From an optimization exercise on the open Yosys and OpenROAD flow, aimed at small area, a short achievable clock period and few clock cycles per item; shortcuts taken in it are not production practice.
The RTL was checked by simulation tests, not by an equivalence proof against the original design.

==> module idct_mcm, before the edit <==
module idct_mcm #(
	parameter int IW = 16,
	parameter int OW = 28
) (
	input logic Clock,
	input logic signed [IW-1:0] x_in,
	input logic odd_in,      
	input logic zero4_in,    
	output logic [3:0][OW-1:0] p
);
localparam int W9 = IW + 4;
localparam int W11 = IW + 4;
localparam int W25 = IW + 5;
localparam int W35 = IW + 6;
localparam int W257 = (IW + 9 < OW) ? IW + 9 : OW;
logic signed [IW-1:0] xa;
logic signed [W9-1:0] x9;
logic signed [W11-1:0] x11;
logic signed [W25-1:0] x25;
logic signed [W35-1:0] x35;
logic signed [W257-1:0] x257;
logic odd, zero4, even26;
always_ff @(posedge Clock) begin
	xa <= x_in;
	x9 <= (W9'(x_in) <<< 3) + W9'(x_in);
	x11 <= (W11'(x_in) <<< 4) - (W11'(x_in) <<< 2) - W11'(x_in);
	x25 <= (W25'(x_in) <<< 5) - (W25'(x_in) <<< 3) + W25'(x_in);
	x35 <= (W35'(x_in) <<< 5) + (W35'(x_in) <<< 2) - W35'(x_in);
	x257 <= (W257'(x_in) <<< 8) + W257'(x_in);
	odd <= odd_in;
	zero4 <= zero4_in;
	even26 <= !odd_in && !zero4_in;
end
logic [OW-1:0] ex, e9, e11, e25, e35, e257;
assign ex = OW'(xa);
assign e9 = OW'(x9);
assign e11 = OW'(x11);
assign e25 = OW'(x25);
assign e35 = OW'(x35);
assign e257 = OW'(x257);
logic [OW-1:0] l0_a, l0_b, l1_a, l1_b;
logic [OW-1:0] l0, l1, l2, l3;
assign l0_a = zero4 ? (ex << 11) : (e11 << 8);
assign l0_b = odd ? e25 : (zero4 ? '0 : (e35 << 2));
idct_addsub #(.W(OW)) as_l0 (.a(l0_a), .b(l0_b), .sub(even26), .y(l0));
assign l1_a = odd ? (e257 << 3) : (e9 << 7);
assign l1_b = odd ? (e11 << 5) : (e11 << 2);
idct_addsub #(.W(OW)) as_l1 (.a(l1_a), .b(l1_b), .sub(!odd), .y(l1));
assign l2 = (e25 << 6) + e9;
assign l3 = (e9 << 6) - e11;
always_ff @(posedge Clock) begin
	p <= {l3, l2, l1, l0};
end
endmodule
==> flow/config.mk <==
export PLATFORM = sky130hd
export DESIGN_NAME = idct_top
export DESIGN_NICKNAME = idct_top
export VERILOG_FILES = /design/flow/design.v
export SDC_FILE = /design/flow/constraint.sdc
export NUM_CORES = 4
export LEC_CHECK = 0
export CAP_MARGIN = 20
export CORE_MARGIN = 2
export CORE_UTILIZATION = 40
export PLACE_DENSITY = 0.6
export SETUP_SLACK_MARGIN = 5
export SLEW_MARGIN = 20
export SYNTH_MEMORY_MAX_BITS = 8192
==> flow/constraint.sdc <==
create_clock -name core_clock -period 10.0 [get_ports {Clock}]
set_input_delay 2.0000 -clock core_clock [delete_from_list [all_inputs] [get_ports {Clock}]]
set_output_delay 2.0000 -clock core_clock [all_outputs]
set_load 0.01 [all_outputs]
standard.sh (not shown) runs the stock make flow with config.mk's settings and CLKGATE_MAP_FILE= SYNTH_SCRIPT=/design/flow/synth_recipe.tcl, a recipe that flattens the netlist after the stock synthesis.
==> flow/flow/run.sh <==
#!/bin/bash
# Standard layout, with timing repair aimed at a tighter period than the
# clock's (the constraints are unchanged), and a clock tree of larger sink
# clusters driven by smaller buffers, without dummy loads.
set -euo pipefail
bash standard.sh SETUP_SLACK_MARGIN=6.0 \
  "CTS_ARGS=-sink_clustering_enable -repair_clock_nets -dont_use_dummy_load -sink_clustering_size 24 -buf_list sky130_fd_sc_hd__clkbuf_8" \
  finish > orfs_flow.log 2>&1
The first run ran to the end with no violations.
Testbench counts at the start, summed over its fixed seeds: cycles 7,112, blocks 64.
Change:
--- a/flow/design.v
+++ b/flow/design.v
@@ -47,38 +47,34 @@
 localparam int W11 = IW + 4;
 localparam int W25 = IW + 5;
 localparam int W35 = IW + 6;
 localparam int W257 = (IW + 9 < OW) ? IW + 9 : OW;
-logic signed [IW-1:0] xa;
 logic signed [W9-1:0] x9;
 logic signed [W11-1:0] x11;
 logic signed [W25-1:0] x25;
 logic signed [W35-1:0] x35;
 logic signed [W257-1:0] x257;
-logic odd, zero4, even26;
+logic odd, zero4;
 always_ff @(posedge Clock) begin
-	xa <= x_in;
 	x9 <= (W9'(x_in) <<< 3) + W9'(x_in);
 	x11 <= (W11'(x_in) <<< 4) - (W11'(x_in) <<< 2) - W11'(x_in);
 	x25 <= (W25'(x_in) <<< 5) - (W25'(x_in) <<< 3) + W25'(x_in);
 	x35 <= (W35'(x_in) <<< 5) + (W35'(x_in) <<< 2) - W35'(x_in);
 	x257 <= (W257'(x_in) <<< 8) + W257'(x_in);
 	odd <= odd_in;
 	zero4 <= zero4_in;
-	even26 <= !odd_in && !zero4_in;
 end
-logic [OW-1:0] ex, e9, e11, e25, e35, e257;
-assign ex = OW'(xa);
+logic [OW-1:0] e9, e11, e25, e35, e257;
 assign e9 = OW'(x9);
 assign e11 = OW'(x11);
 assign e25 = OW'(x25);
 assign e35 = OW'(x35);
 assign e257 = OW'(x257);
 logic [OW-1:0] l0_a, l0_b, l1_a, l1_b;
 logic [OW-1:0] l0, l1, l2, l3;
-assign l0_a = zero4 ? (ex << 11) : (e11 << 8);
-assign l0_b = odd ? e25 : (zero4 ? '0 : (e35 << 2));
-idct_addsub #(.W(OW)) as_l0 (.a(l0_a), .b(l0_b), .sub(even26), .y(l0));
+assign l0_a = zero4 ? (e11 << 10) : (e11 << 8);
+assign l0_b = odd ? e25 : (zero4 ? (e9 << 10) : (e35 << 2));
+idct_addsub #(.W(OW)) as_l0 (.a(l0_a), .b(l0_b), .sub(!odd), .y(l0));
 assign l1_a = odd ? (e257 << 3) : (e9 << 7);
 assign l1_b = odd ? (e11 << 5) : (e11 << 2);
 idct_addsub #(.W(OW)) as_l1 (.a(l1_a), .b(l1_b), .sub(!odd), .y(l1));
 assign l2 = (e25 << 6) + e9;
Die area goes down by 1.6%.
Via count came out lower by 3.7%.
Hold slack hardly moves.
Clock skew grows by 11 ps.
Routed wire length went down by 3.5%.
Synthesized area falls by 1.6%.
First-iteration DRC count fell by 20%.
Synthesized cell count went down by 2.9%.
Count of clock-buffer cells in the layout decreases by 4.
Testbench counts after the change, summed over its fixed seeds: cycles 7,112, blocks 64.

re-timing with driven ports:
Ports are ideal in the flow. The routed layouts listed here were re-timed in OpenROAD.
Step 1, drivers: a clkbuf_16 drives Clock and a buf_2 each remaining input, both assumed.
Step 2, shift: input delay + t, output delay - t, t = (earliest + latest rising clock arrival at the registers) / 2. This alone moves slack from input paths to output paths.
a / b / c = ideal / step 1 / step 2; a / b = the first two.
run	t (ns)	setup slack, ns	hold slack, ns	worst register clock-pin slew, ns
the first run	1.159	6.102 / 6.069 / 5.861	0.231 / 0.231 / 0.231	0.07 / 0.07
the second run	1.183	6.092 / 6.043 / 5.910	0.230 / 0.230 / 0.230	0.07 / 0.07
After both steps setup and hold are still met in every run listed. For the first run, which loses most, drivers alone change the setup slack by -0.033 ns; drivers and shift together by -0.241 ns.
